This is an optimization exercise on Yosys and OpenROAD, whose aim is small area, a short achievable clock period and few clock cycles, not a production implementation. Function was checked by simulation only, so behaviour that the tests miss may differ from the original.

**flow/config.mk**
```make
export PLATFORM = sky130hd
export DESIGN_NAME = kalman_tilt_angle_filter_unit
export DESIGN_NICKNAME = kalman_tilt_angle_filter_unit
export VERILOG_FILES = /design/flow/design.v
export SDC_FILE = /design/flow/constraint.sdc
export NUM_CORES = 4
export LEC_CHECK = 0
export CAP_MARGIN = 20
export CORE_MARGIN = 2
export CORE_UTILIZATION = 35
export PLACE_DENSITY = 0.5
export SLEW_MARGIN = 20
```
**flow/constraint.sdc**
```tcl
create_clock -name core_clock -period 22.0 [get_ports {clk_i}]
set_input_delay 4.4000 -clock core_clock [delete_from_list [all_inputs] [get_ports {clk_i}]]
set_output_delay 4.4000 -clock core_clock [all_outputs]
set_load 0.01 [all_outputs]
```
**flow/run.sh**
```bash
#!/bin/bash
# synth_recipe.tcl (not shown) runs the flow's synth.tcl, then flattens the netlist and writes it again
# the make line also repeats each setting of config.mk as NAME=value (left out here)
make -C /OpenROAD-flow-scripts/flow DESIGN_CONFIG=/design/flow/config.mk WORK_HOME=/design/flow/orfs CLKGATE_MAP_FILE= SYNTH_SCRIPT=/design/flow/synth_recipe.tcl finish
```
**flow/design.v**
```verilog
`default_nettype none
package ktaf_pkg;
  localparam int DataWidthDef = 32;
  localparam int FracBitsDef  = 16;
  localparam int CfgBits      = 24;
  localparam int IdxBits      = 2;
  localparam logic [IdxBits-1:0] RegQAngle = 2'd0;
  localparam logic [IdxBits-1:0] RegQBias  = 2'd1;
  localparam logic [IdxBits-1:0] RegR      = 2'd2;
  localparam logic [IdxBits-1:0] RegDt     = 2'd3;
  localparam logic [CfgBits-1:0] QAngleRst = 24'd16777;
  localparam logic [CfgBits-1:0] QBiasRst  = 24'd50332;
  localparam logic [CfgBits-1:0] RRst      = 24'd8388608;
  localparam logic [CfgBits-1:0] DtRst     = 24'd335544;
endpackage
`default_nettype wire
`default_nettype none
import ktaf_pkg::*;
module kalman_tilt_angle_filter_unit
#(
  parameter int DATA_WIDTH = DataWidthDef,
  parameter int FRAC_BITS  = FracBitsDef
) (
  input  logic                    clk_i,
  input  logic                    rst_ni,
  input  logic                    s_axis_tvalid,
  output logic                    s_axis_tready,
  input  logic [2*DATA_WIDTH-1:0] s_axis_tdata,
  output logic                    m_axis_tvalid,
  input  logic                    m_axis_tready,
  output logic [2*DATA_WIDTH-1:0] m_axis_tdata,
  input  logic                    cfg_we_i,
  input  logic [IdxBits-1:0]      cfg_idx_i,
  input  logic [CfgBits-1:0]      cfg_data_i
);
  localparam logic [3:0] OP_RST = 4'd0;    
  localparam logic [3:0] OP_C1  = 4'd1;    
  localparam logic [3:0] OP_C4  = 4'd2;    
  localparam logic [3:0] OP_A1  = 4'd3;    
  localparam logic [3:0] OP_M2  = 4'd4;    
  localparam logic [3:0] OP_M3  = 4'd5;    
  localparam logic [3:0] OP_P1  = 4'd6;    
  localparam logic [3:0] OP_A4  = 4'd7;    
  localparam logic [3:0] OP_P4  = 4'd8;    
  localparam logic [3:0] OP_M5  = 4'd9;    
  localparam logic [3:0] OP_ERR = 4'd10;   
  localparam logic [3:0] OP_P5  = 4'd11;   
  localparam logic [3:0] OP_P3  = 4'd12;   
  localparam logic [3:0] OP_P2  = 4'd13;   
  localparam logic [3:0] OP_CP  = 4'd14;   
  localparam logic signed [34:0] SatHi = 35'sd2147483647;
  localparam logic signed [34:0] SatLo = -35'sd2147483648;
  logic [23:0] qa_q, qb_q, dt_q;
  logic [16:0] rr_q;   
  logic [16:0] c1_q, c4_q;
  logic        cval_q;
  logic signed [31:0] p00_q, p01_q, p11_q, ang_q, bias_q;
  logic signed [32:0] n00_q;
  logic signed [31:0] n01_q;
  logic signed [31:0] gyr_q;
  logic signed [32:0] mes_q;
  logic        rdy_q, vld_q, smp_q, epos_q;
  logic [3:0]  mop_q;
  logic        mrun_q;
  logic [1:0]  mcnt_q;
  logic [31:0] ma_q, mb_q, ms_q, mc_q;
  logic        mneg_q;
  logic [1:0]  dph_q;
  logic [3:0]  dcnt_q;
  logic [31:0] dr_q, ed_q;
  logic [35:0] dd_q;
  logic        dneg_q, dovf_q, dfirst_q;
  logic [3:0]  dtgt_q;
  localparam logic [1:0] D_IDLE = 2'd0;
  localparam logic [1:0] D_RUN  = 2'd1;
  localparam logic [1:0] D_WB   = 2'd2;
  assign s_axis_tready = rdy_q;
  assign m_axis_tvalid = vld_q;
  assign m_axis_tdata  = {gyr_q, ang_q};
  always_ff @(posedge clk_i or negedge rst_ni) begin
    if (!rst_ni) begin
      qa_q <= QAngleRst;
      qb_q <= QBiasRst;
      rr_q <= RRst[23:7];
      dt_q <= DtRst;
    end else if (cfg_we_i) begin
      case (cfg_idx_i)
        RegQAngle: qa_q <= cfg_data_i;
        RegQBias:  qb_q <= cfg_data_i;
        RegR:      rr_q <= cfg_data_i[23:7];
        default:   dt_q <= cfg_data_i;
      endcase
    end
  end
  logic signed [32:0] g;         
  logic signed [31:0] g_sat;
  assign g = 33'(gyr_q) - 33'(bias_q);
  assign g_sat = (g > 33'sd2147483647) ? 32'sh7fffffff :
                 (g < -33'sd2147483648) ? 32'sh80000000 : g[31:0];
  logic signed [32:0] e_n;       
  assign e_n = {n00_q[31], n00_q[31:0]} + 33'(rr_q[16:1]) + 33'(rr_q[0]);
  logic e_pos;
  assign e_pos = !e_n[32] && (e_n != '0);
  logic dfree;
  assign dfree = (dph_q == D_IDLE) || (dph_q == D_WB);
  logic is_p, m_go, m_mul_n, m_xfer;
  logic [3:0] mop_n;
  always_comb begin
    is_p = (mop_q == OP_P1) || (mop_q == OP_P4) || (mop_q == OP_P5) ||
           (mop_q == OP_P3) || (mop_q == OP_P2);
    case (mop_q)
      OP_P1:                       m_go = smp_q && (!e_pos || dfree);
      OP_P4, OP_P5, OP_P3, OP_P2:  m_go = dfree;
      default:                     m_go = 1'b1;
    endcase
    m_go   = m_go && !mrun_q;
    m_xfer = m_go && is_p && (mop_q != OP_P1 || e_pos);
    case (mop_q)
      OP_RST:  mop_n = cval_q ? OP_A1 : OP_C1;
      OP_C1:   mop_n = OP_C4;
      OP_C4:   mop_n = OP_A1;
      OP_A1:   mop_n = OP_M3;
      OP_M3:   mop_n = OP_M2;
      OP_M2:   mop_n = OP_P1;
      OP_P1:   mop_n = e_pos ? OP_A4 : OP_CP;
      OP_CP:   mop_n = OP_A4;
      OP_A4:   mop_n = epos_q ? OP_P4 : OP_M5;
      OP_P4:   mop_n = OP_M5;
      OP_M5:   mop_n = epos_q ? OP_ERR : OP_RST;
      OP_ERR:  mop_n = OP_P5;
      OP_P5:   mop_n = OP_P3;
      OP_P3:   mop_n = OP_P2;
      default: mop_n = OP_RST;
    endcase
    case (mop_n)
      OP_RST, OP_A1, OP_A4, OP_ERR, OP_CP: m_mul_n = 1'b0;
      default:                             m_mul_n = 1'b1;
    endcase
  end
  logic signed [32:0] sa, sb;
  logic               inv_n;
  always_comb begin
    sa = 33'(dt_q); sb = 33'(qa_q); inv_n = 1'b0;
    case (mop_n)
      OP_C4:   begin sb = 33'(qb_q); end
      OP_M2:   begin sb = 33'(p01_q); inv_n = 1'b1; end
      OP_M3:   begin sb = 33'(p11_q); inv_n = 1'b1; end
      OP_P1:   begin sa = 33'(n01_q); sb = 33'(n01_q); inv_n = 1'b1; end
      OP_P4:   begin sa = n00_q;      sb = 33'(n01_q); inv_n = 1'b1; end
      OP_M5:   begin sb = g; end
      OP_P5:   begin sa = n00_q;      sb = n00_q; inv_n = 1'b1; end
      OP_P3:   begin sa = mes_q;      sb = 33'(n01_q); end
      OP_P2:   begin sa = mes_q;      sb = n00_q; end
      default: ;
    endcase
  end
  logic [32:0] sa_mag, sb_mag;
  assign sa_mag = sa[32] ? 33'(-sa) : sa;
  assign sb_mag = sb[32] ? 33'(-sb) : sb;
  logic [31:0] cs_s, cs_c, pp, ts, tc;
  logic [7:0]  cs_out;
  always_comb begin
    cs_s = ms_q;
    cs_c = mc_q;
    for (int j = 0; j < 8; j++) begin
      pp = mb_q[j] ? ma_q : 32'd0;
      ts = cs_s ^ cs_c ^ pp;
      tc = (cs_s & cs_c) | (cs_s & pp) | (cs_c & pp);
      cs_out[j] = ts[0];
      cs_s = {1'b0, ts[31:1]};
      cs_c = tc;
    end
  end
  logic [31:0] mv;   
  assign mv = ms_q + mc_q;
  logic signed [34:0] mx, myx, msum;
  logic               mr, mnw;
  logic signed [31:0] msat;
  always_comb begin
    mnw = mneg_q;
    mx  = '0;
    myx = 35'(mv);
    mr  = mb_q[31];
    case (mop_q)
      OP_A1:  begin mx = 35'(p00_q); myx = 35'(c1_q); mr = 1'b0; mnw = 1'b0; end
      OP_M2:  begin mx = 35'(n00_q); myx = 35'({mv[22:0], mb_q[31:23]}); mr = mb_q[22]; end
      OP_M3:  begin mx = 35'(p01_q); myx = 35'({mv[23:0], mb_q[31:24]}); mr = mb_q[23]; end
      OP_A4:  begin mx = 35'(p11_q); myx = 35'(c4_q); mr = 1'b0; mnw = 1'b0; end
      OP_M5:  begin mx = 35'(ang_q); myx = 35'({mv[23:0], mb_q[31:24]}); mr = mb_q[23]; end
      OP_ERR: begin mx = 35'(mes_q); myx = 35'(ang_q); mr = 1'b0; mnw = 1'b1; end
      default: ;
    endcase
    msum = mx + (mnw ? ~myx : myx) + 35'(mnw ^ mr);
    if (msum > SatHi)      msat = 32'sh7fffffff;
    else if (msum < SatLo) msat = 32'sh80000000;
    else                   msat = msum[31:0];
  end
  logic [31:0] dv_r;
  logic [35:0] dv_d;
  logic [33:0] df;
  logic        dovf_c, dskip;
  always_comb begin
    dv_r = dr_q;
    dv_d = dd_q;
    for (int j = 0; j < 4; j++) begin
      df   = {1'b0, dv_r, dv_d[35]} - {2'b00, ed_q};
      dv_r = df[33] ? {dv_r[30:0], dv_d[35]} : df[31:0];
      dv_d = {dv_d[34:0], ~df[33]};
    end
    dovf_c = dr_q >= ed_q;
    dskip  = (dr_q[31:24] == 8'd0) && ({dr_q[23:0], dd_q[35:28]} < ed_q) && (dcnt_q <= 4'd7);
  end
  logic signed [34:0] dx, dsum;
  logic signed [31:0] dsat;
  always_comb begin
    case (dtgt_q)
      OP_P1:   dx = 35'(p11_q);
      OP_P3:   dx = 35'(bias_q);
      OP_P2:   dx = 35'(ang_q);
      OP_P4:   dx = 35'(n01_q);
      default: dx = 35'(n00_q);
    endcase
    dsum = dx + (dneg_q ? ~(35'(dd_q[35:4])) : 35'(dd_q[35:4])) + 35'(dneg_q ^ dd_q[3]);
    if (dovf_q)            dsat = dneg_q ? 32'sh80000000 : 32'sh7fffffff;
    else if (dsum > SatHi) dsat = 32'sh7fffffff;
    else if (dsum < SatLo) dsat = 32'sh80000000;
    else                   dsat = dsum[31:0];
  end
  logic [3:0] dcnt_n;
  assign dcnt_n = dcnt_q + (dskip ? 4'd2 : 4'd1);
  always_ff @(posedge clk_i or negedge rst_ni) begin
    if (!rst_ni) begin
      rdy_q  <= 1'b1;
      vld_q  <= 1'b0;
      smp_q  <= 1'b0;
      cval_q <= 1'b0;
      mop_q  <= OP_RST;
      mrun_q <= 1'b0;
      dph_q  <= D_IDLE;
      ang_q  <= '0;
      bias_q <= '0;
      p00_q  <= 32'sd65536;
      p01_q  <= '0;
      p11_q  <= 32'sd65536;
    end else begin
      if (s_axis_tvalid && rdy_q) begin
        rdy_q <= 1'b0;
        smp_q <= 1'b1;
      end
      if (vld_q && m_axis_tready) begin
        vld_q <= 1'b0;
        rdy_q <= 1'b1;
      end
      if (mrun_q) begin
        if (mcnt_q == 2'd3) mrun_q <= 1'b0;
      end else if (m_go) begin
        mop_q  <= mop_n;
        mrun_q <= m_mul_n;
        if (mop_q == OP_P1) smp_q <= 1'b0;
        if (mop_q == OP_C4) cval_q <= 1'b1;
        case (mop_q)
          OP_A4: p11_q <= msat;
          OP_M5: ang_q <= msat;
          OP_CP: begin
            p00_q <= n00_q[31:0];
            p01_q <= n01_q;
          end
          default: ;
        endcase
        if (mop_q == OP_M5 && !epos_q) vld_q <= 1'b1;
      end
      if (cfg_we_i) begin
        cval_q <= 1'b0;
        mop_q  <= OP_RST;
        mrun_q <= 1'b0;
      end
      case (dph_q)
        D_RUN: begin
          if (dfirst_q && dovf_c) dph_q <= D_WB;
          else if (dcnt_n == 4'd9) dph_q <= D_WB;
        end
        D_WB: begin
          dph_q <= D_IDLE;
          case (dtgt_q)
            OP_P1:   p11_q  <= dsat;
            OP_P3:   bias_q <= dsat;
            OP_P2:   ang_q  <= dsat;
            OP_P4:   p01_q  <= dsat;
            default: p00_q  <= dsat;
          endcase
          if (dtgt_q == OP_P2) vld_q <= 1'b1;
        end
        default: ;
      endcase
      if (m_xfer) dph_q <= D_RUN;
    end
  end
  always_ff @(posedge clk_i) begin
    if (rdy_q) begin
      gyr_q <= s_axis_tdata[63:32];
      mes_q <= {s_axis_tdata[31], s_axis_tdata[31:0]};
    end
    if (mrun_q) begin
      ms_q   <= cs_s;
      mc_q   <= cs_c;
      mb_q   <= {cs_out, mb_q[31:8]};
      mcnt_q <= mcnt_q + 2'd1;
    end else if (m_go) begin
      case (mop_q)
        OP_C1:  c1_q <= msum[16:0];
        OP_C4:  c4_q <= msum[16:0];
        OP_A1:  n00_q <= msum[32:0];
        OP_M2:  n00_q <= 33'(msat);
        OP_M3:  n01_q <= msat;
        OP_ERR: mes_q <= msum[32:0];
        default: ;
      endcase
      if (mop_q == OP_P1) epos_q <= e_pos;
      if (mop_q == OP_M5 && !epos_q) gyr_q <= g_sat;
      ma_q   <= sa_mag[31:0];
      mb_q   <= sb_mag[31:0];
      mneg_q <= sa[32] ^ sb[32] ^ inv_n;
      ms_q   <= '0;
      mc_q   <= '0;
      mcnt_q <= '0;
    end
    if (dph_q == D_RUN) begin
      dfirst_q <= 1'b0;
      dcnt_q   <= dcnt_n;
      if (dskip) begin
        dr_q <= {dr_q[23:0], dd_q[35:28]};
        dd_q <= {dd_q[27:0], 8'd0};
      end else begin
        dr_q <= dv_r;
        dd_q <= dv_d;
      end
      if (dfirst_q && dovf_c) dovf_q <= 1'b1;
    end
    if (dph_q == D_WB && dtgt_q == OP_P2) gyr_q <= g_sat;
    if (m_xfer) begin
      dr_q     <= mv;
      dd_q     <= {mb_q, 4'd0};
      dneg_q   <= mneg_q;
      dtgt_q   <= mop_q;
      dcnt_q   <= '0;
      dfirst_q <= 1'b1;
      dovf_q   <= 1'b0;
      if (mop_q == OP_P1) ed_q <= e_n[31:0];
    end
  end
endmodule
`default_nettype wire
```
==> impl_metrics.env, run 1 <==
export IMPL_status="finished clean"
export IMPL_port_buffers=160
export IMPL_slowest_delay_ns=0.88
export IMPL_async_reset_ff_share_pct=39.0
export IMPL_drt_pre_antenna_iters=7
export IMPL_worstHoldStart="dfirst_q"
export IMPL_grt_pass1_wl_um=377000
export IMPL_setup_viol=0
export IMPL_clock_path_buffers=3
export IMPL_cts_tree="built"
export IMPL_dp_hpwl_um=198000
export IMPL_cap_violations=0
export IMPL_top_register="dd_q"
export IMPL_reg2reg_depth=56
export IMPL_syn2layout_area_growth_pct=12.7
export IMPL_io_pins=161
export IMPL_post_place_cells=8544
export IMPL_rrSetupSlack_ns=6.15
export IMPL_slew_violations=0
export IMPL_syn_area_per_cell_um2=9.09
export IMPL_preCtsSetupSlack_ns=6.37
export IMPL_synth_cell_types=126
export IMPL_final_nets=7147
export IMPL_rsz0062_at_grt="false"
export IMPL_clkTransAtPathRegs_ns=0.06
export IMPL_layout_drive_gt1_share_pct=9.45
export IMPL_yosysMostFrequentCell="nand2_1"
export IMPL_postCtsSetupRepairBufs=0
export IMPL_synth_area_leaders="edfxtp_1 17%, dfrtp_1 10%, fa_1 9.0%, ha_1 7.4%, nand2_1 4.9%"
export IMPL_grt_overflow=0
export IMPL_largest_reg_flops=36
export IMPL_via_count=53400
export IMPL_fin_crit_ns=15.85
export IMPL_worstReg2RegStart="ed_q[1]"
export IMPL_clock_latency_ns=0.73
export IMPL_largest_registers="dd_q x36, mes_q x33, n00_q x33"
export IMPL_max_freq_mhz=63.1
export IMPL_grt_max_degree=133
export IMPL_synth_cells=6406
export IMPL_ctsResizeCount=0
export IMPL_yosysSeqAreaShare_pct=30.9
export IMPL_ant_nets=0
export IMPL_critPathKind="register to register"
export IMPL_grt_pass1_vias=51600
export IMPL_drtIter0Drc=5984
export IMPL_synth_seq_cells=666
export IMPL_die_y_um=412
export IMPL_required_ns=22.55
export IMPL_cts_made_buffers=88
export IMPL_synth_top_cell_by_area="edfxtp_1"
export IMPL_hold_depth=2
export IMPL_cts_sinks=666
export IMPL_setup_slack_ns=6.15
export IMPL_die_width_um=412
export IMPL_critPathCaptureType="register"
export IMPL_antenna_found_initial=24
export IMPL_synth_top_area_share_pct=17.1
export IMPL_gp_congestion=0.979
export IMPL_start_kind="register"
export IMPL_r2r_end="dr_q[30]"
export IMPL_synth_edf_count=331
export IMPL_crit_arrival_ns=16.40
export IMPL_grt_total_usage_pct=30.5
export IMPL_yosys_warnings=1
export IMPL_start_util_pct=35.3
export IMPL_die_area_mm2=0.170
export IMPL_vias_per_cell=6.13
export IMPL_syn_area_mm2=0.0582
export IMPL_hold_path_class="register to register"
export IMPL_hold_viol_final=0
export IMPL_whs_endpoint="dfirst_q"
export IMPL_cpMostUsedCell="a21oi_1"
export IMPL_synthTopCellsByCount="757 x nand2_1, 383 x a21oi_1, 369 x nor2_1, 359 x o21ai_0, 346 x ha_1"
export IMPL_cts_root_buf="clkbuf_16"
export IMPL_htreeDepth=3
export IMPL_tns_ns=0
export IMPL_crit_fanout=53
export IMPL_routed_wl_um=265000
export IMPL_max_slew_margin_rel_pct=17.5
export IMPL_fin_skew_ns=0.0455
export IMPL_wl_per_cell_um=30.4
export IMPL_slowest_stage="o311ai_0"
export IMPL_tightest_slew_ns=1.23
export IMPL_fin_crit_sh_pct=72.1
export IMPL_drc=0
export IMPL_final_cells=8721
export IMPL_holdBufCountCts=0
export IMPL_synthesis_nets=7108
export IMPL_rows=149
export IMPL_coreArea_mm2=0.165
export IMPL_synth_ff_type="edfxtp_1"
-- worst max-delay path by stage --
| stage | startpoint | cells after the start | slack [ns] | endpoint |
|---|---|---|---|---|
| floorplan | ed_q[1] | 57 | 9.97 | dr_q[2] |
| global placement | ed_q[1] | 56 | 6.40 | dr_q[2] |
| detailed placement | ed_q[1] | 56 | 6.37 | dr_q[30] |
| CTS | ed_q[1] | 56 | 6.29 | dr_q[30] |
| global route | ed_q[1] | 56 | 5.23 | dr_q[30] |
| finish | ed_q[1] | 56 | 6.15 | dr_q[30] |
-- layout by cell type (no fill, tap or decap), drive strengths merged, types with 47 or more instances in the layout --
| cell type | synthesis | layout |
|---|---|---|
| clkbuf | 269 | 119 |
| dfxtp | 75 | 75 |
| a21oi | 386 | 386 |
| edfxtp | 331 | 331 |
| fa | 261 | 261 |
| nand4 | 47 | 47 |
| inv | 334 | 339 |
| nand3 | 116 | 116 |
| ha | 346 | 346 |
| xnor2 | 196 | 196 |
| a211oi | 80 | 80 |
| o21ai | 389 | 389 |
| o21a | 66 | 66 |
| a22oi | 251 | 251 |
| dfrtp | 234 | 234 |
| a21o | 131 | 131 |
| mux2 | 145 | 145 |
| and2 | 163 | 163 |
| nor2 | 372 | 372 |
| clkdlybuf4s50 | 0 | 159 |
| nand2b | 72 | 72 |
| nand2 | 758 | 758 |
| a32oi | 58 | 58 |
| buf | 85 | 144 |
| a221oi | 54 | 54 |
| nor2b | 101 | 101 |
| mux2i | 102 | 102 |
| nor3 | 98 | 98 |
| o211ai | 50 | 50 |
| a31oi | 82 | 82 |
| xor2 | 165 | 165 |
-- cell type report --
type                            count  area [um2]
Multi-Input combinational cell   5052       37900
Sequential cell                   666       18000
Timing Repair Buffer              303        2710
Clock inverter                     47         544
Clock buffer                      119        2480
Inverter                          334        1250
Tap cell                         2189        2740
Fill cell                       16700       99500
Antenna cell                       11        27.5
-- metrics by stage --
| step | area (um2) | util, % | hold WS [ns] |
|---|---|---|---|
| floorplan | 58200 | - | 0.420 |
| global placement | 62600 | 37.9 | 0.432 |
| detailed placement | 62600 | 37.9 | 0.442 |
| CTS | 65600 | 39.7 | 0.454 |
| global route | 65600 | 39.7 | 0.475 |
| finish | 65700 | 39.8 | 0.456 |
-- cells by family after synthesis --
group | count (synthesis) | share of synthesized area, %
buffers and inverters | 688 | 4.57
muxes | 247 | 4.56
adders and majority gates | 618 | 16.6
AOI/OAI and AO/OA | 1899 | 22.2
and+or+nand+nor | 1927 | 15.8
xor gates and xnor gates | 361 | 5.43
DFF | 666 | 30.9
-- per-layer routing --
| layer | GRT usage (%) | share of wire, % | vias to the layer above |
|---|---|---|---|
| li1 | - | - | 23500 |
| met1 | 40.7 | 42 | 26600 |
| met2 | 47.1 | 44 | 2701 |
| met3 | 6.33 | 8.9 | 645 |
| met4 | 14.8 | 5.2 | 20 |
| met5 | 0 | 0.051 | - |
-- critical path: cells and delay by family (launching register included) --
family | cells | cell delay [ns]
flops | 1 | 0.54
buf+inv | 8 | 2.16
mux | 2 | 0.86
simple gates | 8 | 1.80
fa+ha+maj | 4 | 0.98
compound gates | 34 | 9.15
Testbench counts, summed over its fixed seeds: cycles 19,998.
==> run 2, diff against run 1 <==
--- a/flow/design.v
+++ b/flow/design.v
@@ -69,4 +69,5 @@
   logic [3:0]  dcnt_q;
   logic [31:0] dr_q, ed_q;
+  logic [33:0] e3_q;        
   logic [35:0] dd_q;
   logic        dneg_q, dovf_q, dfirst_q;
@@ -110,10 +111,10 @@
            (mop_q == OP_P3) || (mop_q == OP_P2);
     case (mop_q)
-      OP_P1:                       m_go = smp_q && (!e_pos || dfree);
+      OP_P1:                       m_go = smp_q && (!epos_q || dfree);
       OP_P4, OP_P5, OP_P3, OP_P2:  m_go = dfree;
       default:                     m_go = 1'b1;
     endcase
     m_go   = m_go && !mrun_q;
-    m_xfer = m_go && is_p && (mop_q != OP_P1 || e_pos);
+    m_xfer = m_go && is_p && (mop_q != OP_P1 || epos_q);
     case (mop_q)
       OP_RST:  mop_n = cval_q ? OP_A1 : OP_C1;
@@ -123,5 +124,5 @@
       OP_M3:   mop_n = OP_M2;
       OP_M2:   mop_n = OP_P1;
-      OP_P1:   mop_n = e_pos ? OP_A4 : OP_CP;
+      OP_P1:   mop_n = epos_q ? OP_A4 : OP_CP;
       OP_CP:   mop_n = OP_A4;
       OP_A4:   mop_n = epos_q ? OP_P4 : OP_M5;
@@ -198,13 +199,19 @@
   logic [31:0] dv_r;
   logic [35:0] dv_d;
-  logic [33:0] df;
+  logic [33:0] dx4;
+  logic [34:0] df1, df2, df3;
   logic        dovf_c, dskip;
   always_comb begin
     dv_r = dr_q;
     dv_d = dd_q;
-    for (int j = 0; j < 4; j++) begin
-      df   = {1'b0, dv_r, dv_d[35]} - {2'b00, ed_q};
-      dv_r = df[33] ? {dv_r[30:0], dv_d[35]} : df[31:0];
-      dv_d = {dv_d[34:0], ~df[33]};
+    for (int j = 0; j < 2; j++) begin
+      dx4  = {dv_r, dv_d[35:34]};
+      df1  = {1'b0, dx4} - {3'b000, ed_q};
+      df2  = {1'b0, dx4} - {2'b00, ed_q, 1'b0};
+      df3  = {1'b0, dx4} - {1'b0, e3_q};
+      if (!df3[34])      begin dv_r = df3[31:0]; dv_d = {dv_d[33:0], 2'd3}; end
+      else if (!df2[34]) begin dv_r = df2[31:0]; dv_d = {dv_d[33:0], 2'd2}; end
+      else if (!df1[34]) begin dv_r = df1[31:0]; dv_d = {dv_d[33:0], 2'd1}; end
+      else               begin dv_r = dx4[31:0]; dv_d = {dv_d[33:0], 2'd0}; end
     end
     dovf_c = dr_q >= ed_q;
@@ -302,4 +309,5 @@
     end
     if (mrun_q) begin
+      if (mop_q == OP_P1) epos_q <= e_pos;   
       ms_q   <= cs_s;
       mc_q   <= cs_c;
@@ -316,5 +324,4 @@
         default: ;
       endcase
-      if (mop_q == OP_P1) epos_q <= e_pos;
       if (mop_q == OP_M5 && !epos_q) gyr_q <= g_sat;
       ma_q   <= sa_mag[31:0];
@@ -346,5 +353,8 @@
       dfirst_q <= 1'b1;
       dovf_q   <= 1'b0;
-      if (mop_q == OP_P1) ed_q <= e_n[31:0];
+      if (mop_q == OP_P1) begin
+        ed_q <= e_n[31:0];
+        e3_q <= 34'(e_n[31:0]) + {1'b0, e_n[31:0], 1'b0};
+      end
     end
   end
==> run 2 against run 1 <==
Against the previous run:
- largest cell class unchanged
- synthesized cell count up 12%
- flip-flop and latch count up 33
- wire length up 14%
- setup slack better by 6.9 ns
==> impl_metrics.env, run 2 <==
export IMPL_status="finished clean"
export IMPL_grt_pass1_vias=57300
export IMPL_required_ns=22.39
export IMPL_cp_buffers_inverters=2
export IMPL_rows=157
export IMPL_drtIter0Drc=7117
export IMPL_synthMuxAreaShare_pct=4.74
export IMPL_slowest_stage="o31ai_1"
export IMPL_max_freq_mhz=112
export IMPL_cp_top_family="compound AO/OA/AOI/OAI gates"
export IMPL_max_slew_margin_rel_pct=14.2
export IMPL_synth_seq_cells=699
export IMPL_worstHoldStart="dcnt_q[0]"
export IMPL_port_buffers=160
export IMPL_hold_depth=2
export IMPL_clkTransAtPathRegs_ns=0.06
export IMPL_setup_viol=0
export IMPL_synth_top_cell_by_area="edfxtp_1"
export IMPL_drc=0
export IMPL_utilization_pct=39.4
export IMPL_start_util_pct=35.3
export IMPL_coreArea_mm2=0.183
export IMPL_worstReg2RegStart="dd_q[35]"
export IMPL_cts_tree="built"
export IMPL_start_kind="register"
export IMPL_final_design_area_no_fill_mm2=0.0724
export IMPL_clock_latency_ns=0.72
export IMPL_reg2reg_depth=24
export IMPL_die_y_um=434
export IMPL_yosys_warnings=1
export IMPL_grt_total_usage_pct=31.4
export IMPL_synth_top_area_share_pct=16.9
export IMPL_fin_crit_sh_pct=40.6
export IMPL_ctsResizeCount=0
export IMPL_cts_made_buffers=87
export IMPL_async_reset_ff_share_pct=37.2
export IMPL_cap_violations=0
export IMPL_io_pins=161
export IMPL_cts_sinks=699
export IMPL_layout_drive_gt1_share_pct=8.86
export IMPL_postCtsSetupRepairBufs=0
export IMPL_yosysMostFrequentCell="nand2_1"
export IMPL_syn_area_mm2=0.0648
export IMPL_largest_reg_flops=36
export IMPL_clock_path_buffers=3
export IMPL_holdBufCountCts=0
export IMPL_syn2layout_area_growth_pct=11.8
export IMPL_synthesis_nets=8020
export IMPL_critPathCaptureType="register"
export IMPL_dpl_cell_area_mm2=0.0694
export IMPL_crit_arrival_ns=9.31
export IMPL_wl_per_cell_um=31.0
export IMPL_synthTopCellsByCount="767 x nand2_1, 515 x o21ai_0, 501 x a21oi_1, 461 x ha_1, 411 x inv_1"
export IMPL_slowest_delay_ns=0.90
export IMPL_gp_congestion=0.975
export IMPL_synth_ff_type="edfxtp_1"
export IMPL_synth_top_family_by_area="compound AO/OA/AOI/OAI gates"
export IMPL_final_common_cell="nand2_1"
export IMPL_htreeDepth=3
export IMPL_grt_overflow=0
export IMPL_die_area_mm2=0.188
export IMPL_synth_xor_area_share_pct=5.92
export IMPL_final_nets=8040
export IMPL_crit_fanout=44
export IMPL_synth_compound_area_share_pct=23.6
export IMPL_hold_viol_final=0
export IMPL_synth_cells=7200
export IMPL_ant_nets=0
export IMPL_slew_violations=0
export IMPL_synth_area_leaders="edfxtp_1 17%, dfrtp_1 9.0%, ha_1 8.9%, fa_1 8.2%, nand2_1 4.4%"
export IMPL_whs_endpoint="dcnt_q[0]"
export IMPL_rrSetupSlack_ns=13.08
export IMPL_synthSimpleGateAreaFrac_pct=14.6
export IMPL_routed_wl_um=303000
export IMPL_critPathKind="register to register"
export IMPL_cts_root_buf="clkbuf_16"
export IMPL_synth_cell_types=112
export IMPL_crit_cells=24
export IMPL_crit_chain="inv_1 -> fa_1 -> nand2b_1 -> a21o_1 -> a2111oi_2 -> nor3_1 -> nor2_2 -> a31o_2 -> a21oi_1 -> o31ai_1 -> ha_1 -> a21o_1 -> a21o_1 -> a21oi_1 -> o21a_1 -> o21ai_0 -> a22o_1 -> a21oi_1 -> nor3b_1 -> a31oi_4 -> buf_4 -> nand2b_1 -> nor2_1 -> a221oi_1"
export IMPL_tightest_slew_ns=1.29
export IMPL_grt_max_degree=151
export IMPL_r2r_end="dr_q[28]"
export IMPL_die_width_um=434
export IMPL_tns_ns=0
export IMPL_dp_hpwl_um=235000
export IMPL_layout_common_cells="766 x nand2_1, 513 x o21ai_0, 497 x a21oi_1"
export IMPL_antenna_found_initial=17
export IMPL_grt_pass1_wl_um=426000
export IMPL_syn_area_per_cell_um2=8.99
export IMPL_fin_skew_ns=0.0486
export IMPL_synth_fa_ha_area_share_pct=17.2
export IMPL_rsz0062_at_grt="false"
export IMPL_synth_edf_count=364
export IMPL_drt_pre_antenna_iters=6
export IMPL_via_count=59500
export IMPL_setup_slack_ns=13.08
export IMPL_fin_crit_ns=8.92
export IMPL_yosysSeqAreaShare_pct=29.3
export IMPL_fillers=18500
export IMPL_hold_path_class="register to register"
export IMPL_vias_per_cell=6.09
export IMPL_preCtsSetupSlack_ns=13.23
export IMPL_top_register="dd_q"
## run 2: how the worst max path moves through the flow
stage | startpoint | end | slack (ns)
6_report | dd_q[35] | dr_q[28] | 13.08
5_1_grt | dd_q[34] | dr_q[22] | 12.72
4_1_cts | dd_q[35] | dr_q[28] | 13.18
3_5_place_dp | dd_q[35] | dr_q[28] | 13.23
3_3_place_gp | dd_q[34] | dr_q[28] | 13.38
2_1_floorplan | mop_q[1] | ang_q[28] | 15.23
## run 2: layout make-up
cell class / count / area, um2 / area share [%]
inverters: 412 / 1550 / 2.14
diodes: 9 / 22.5 / 0.0311
clock buffers: 117 / 2430 / 3.36
repair buffers: 300 / 2670 / 3.69
multi-input cells: 5720 / 43100 / 59.6
well taps: 2464 / 3080 / 4.26
flip-flops and latches: 699 / 19000 / 26.2
clock inverters: 44 / 492 / 0.680
## run 2: stage by stage
step                      hold WS, ns  cells
final                           0.474   9765
after global routing            0.519   9756
after CTS                       0.467   9755
after detailed placement        0.459   9594
after global placement          0.453   9593
after floorplan                 0.420   7200
## run 2: per-layer routing
| metal | vias up | global-route usage [%] | wire, um |
|---|---|---|---|
| met3 | 631 | 5.99 | 24800 |
| met4 | 2 | 20.9 | 23100 |
| met1 | 29500 | 41.2 | 125000 |
| met5 | - | 0 | 13 |
| met2 | 2956 | 47.0 | 130000 |
| li1 | 26400 | - | - |
## run 2: logic make-up (layout without fill, tap and decap cells)
kind of cell               Yosys count  in the layout
AOI/OAI and AO/OA                 2282           2282
and+or+nand+nor                   1981           1981
buffers and inverters              781            873
adders and majority gates          734            734
DFF                                699            699
xor gates and xnor gates           438            438
muxes                              285            285
other                                0              9
## run 2: worst register-to-register path, stage by stage, from the launching register on
cell       delay [ns]
edfxtp_1         0.68
inv_1            0.21
fa_1             0.49
nand2b_1         0.19
a21o_1           0.21
a2111oi_2        0.58
nor3_1           0.26
nor2_2           0.40
a31o_2           0.58
a21oi_1          0.15
o31ai_1          0.90
ha_1             0.46
a21o_1           0.21
a21o_1           0.18
a21oi_1          0.35
o21a_1           0.16
o21ai_0          0.11
a22o_1           0.34
a21oi_1          0.34
nor3b_1          0.37
a31oi_4          0.04
buf_4            0.31
nand2b_1         0.29
nor2_1           0.67
a221oi_1         0.16
Testbench counts of run 2, summed over its fixed seeds: cycles 19,998.

==> re-timing with driven ports <==
In the flow no input, the clock included, has a driving cell. The finished layouts below were timed again as built, in two steps. Step 1 sets driving cells, clkbuf_16 on the clock port and buf_2 on the other inputs (assumed; they add their load-dependent delay and slew). Step 2 also shifts input and output timing later by t, the mid clock arrival at the registers, as if the neighbouring blocks saw the same clock. Slacks: no drivers / after step 1 / after step 2; pairs: no drivers / after step 1.
run	t, ns	setup WS [ns]	worst register clock-pin slew, ns	worst slew at a driven data input, ns
run 1	0.794	6.148 / 6.148 / 6.148	0.07 / 0.07	0.10
run 2	0.782	13.078 / 13.078 / 13.078	0.07 / 0.07	0.07
After both steps every run listed still meets setup and hold.
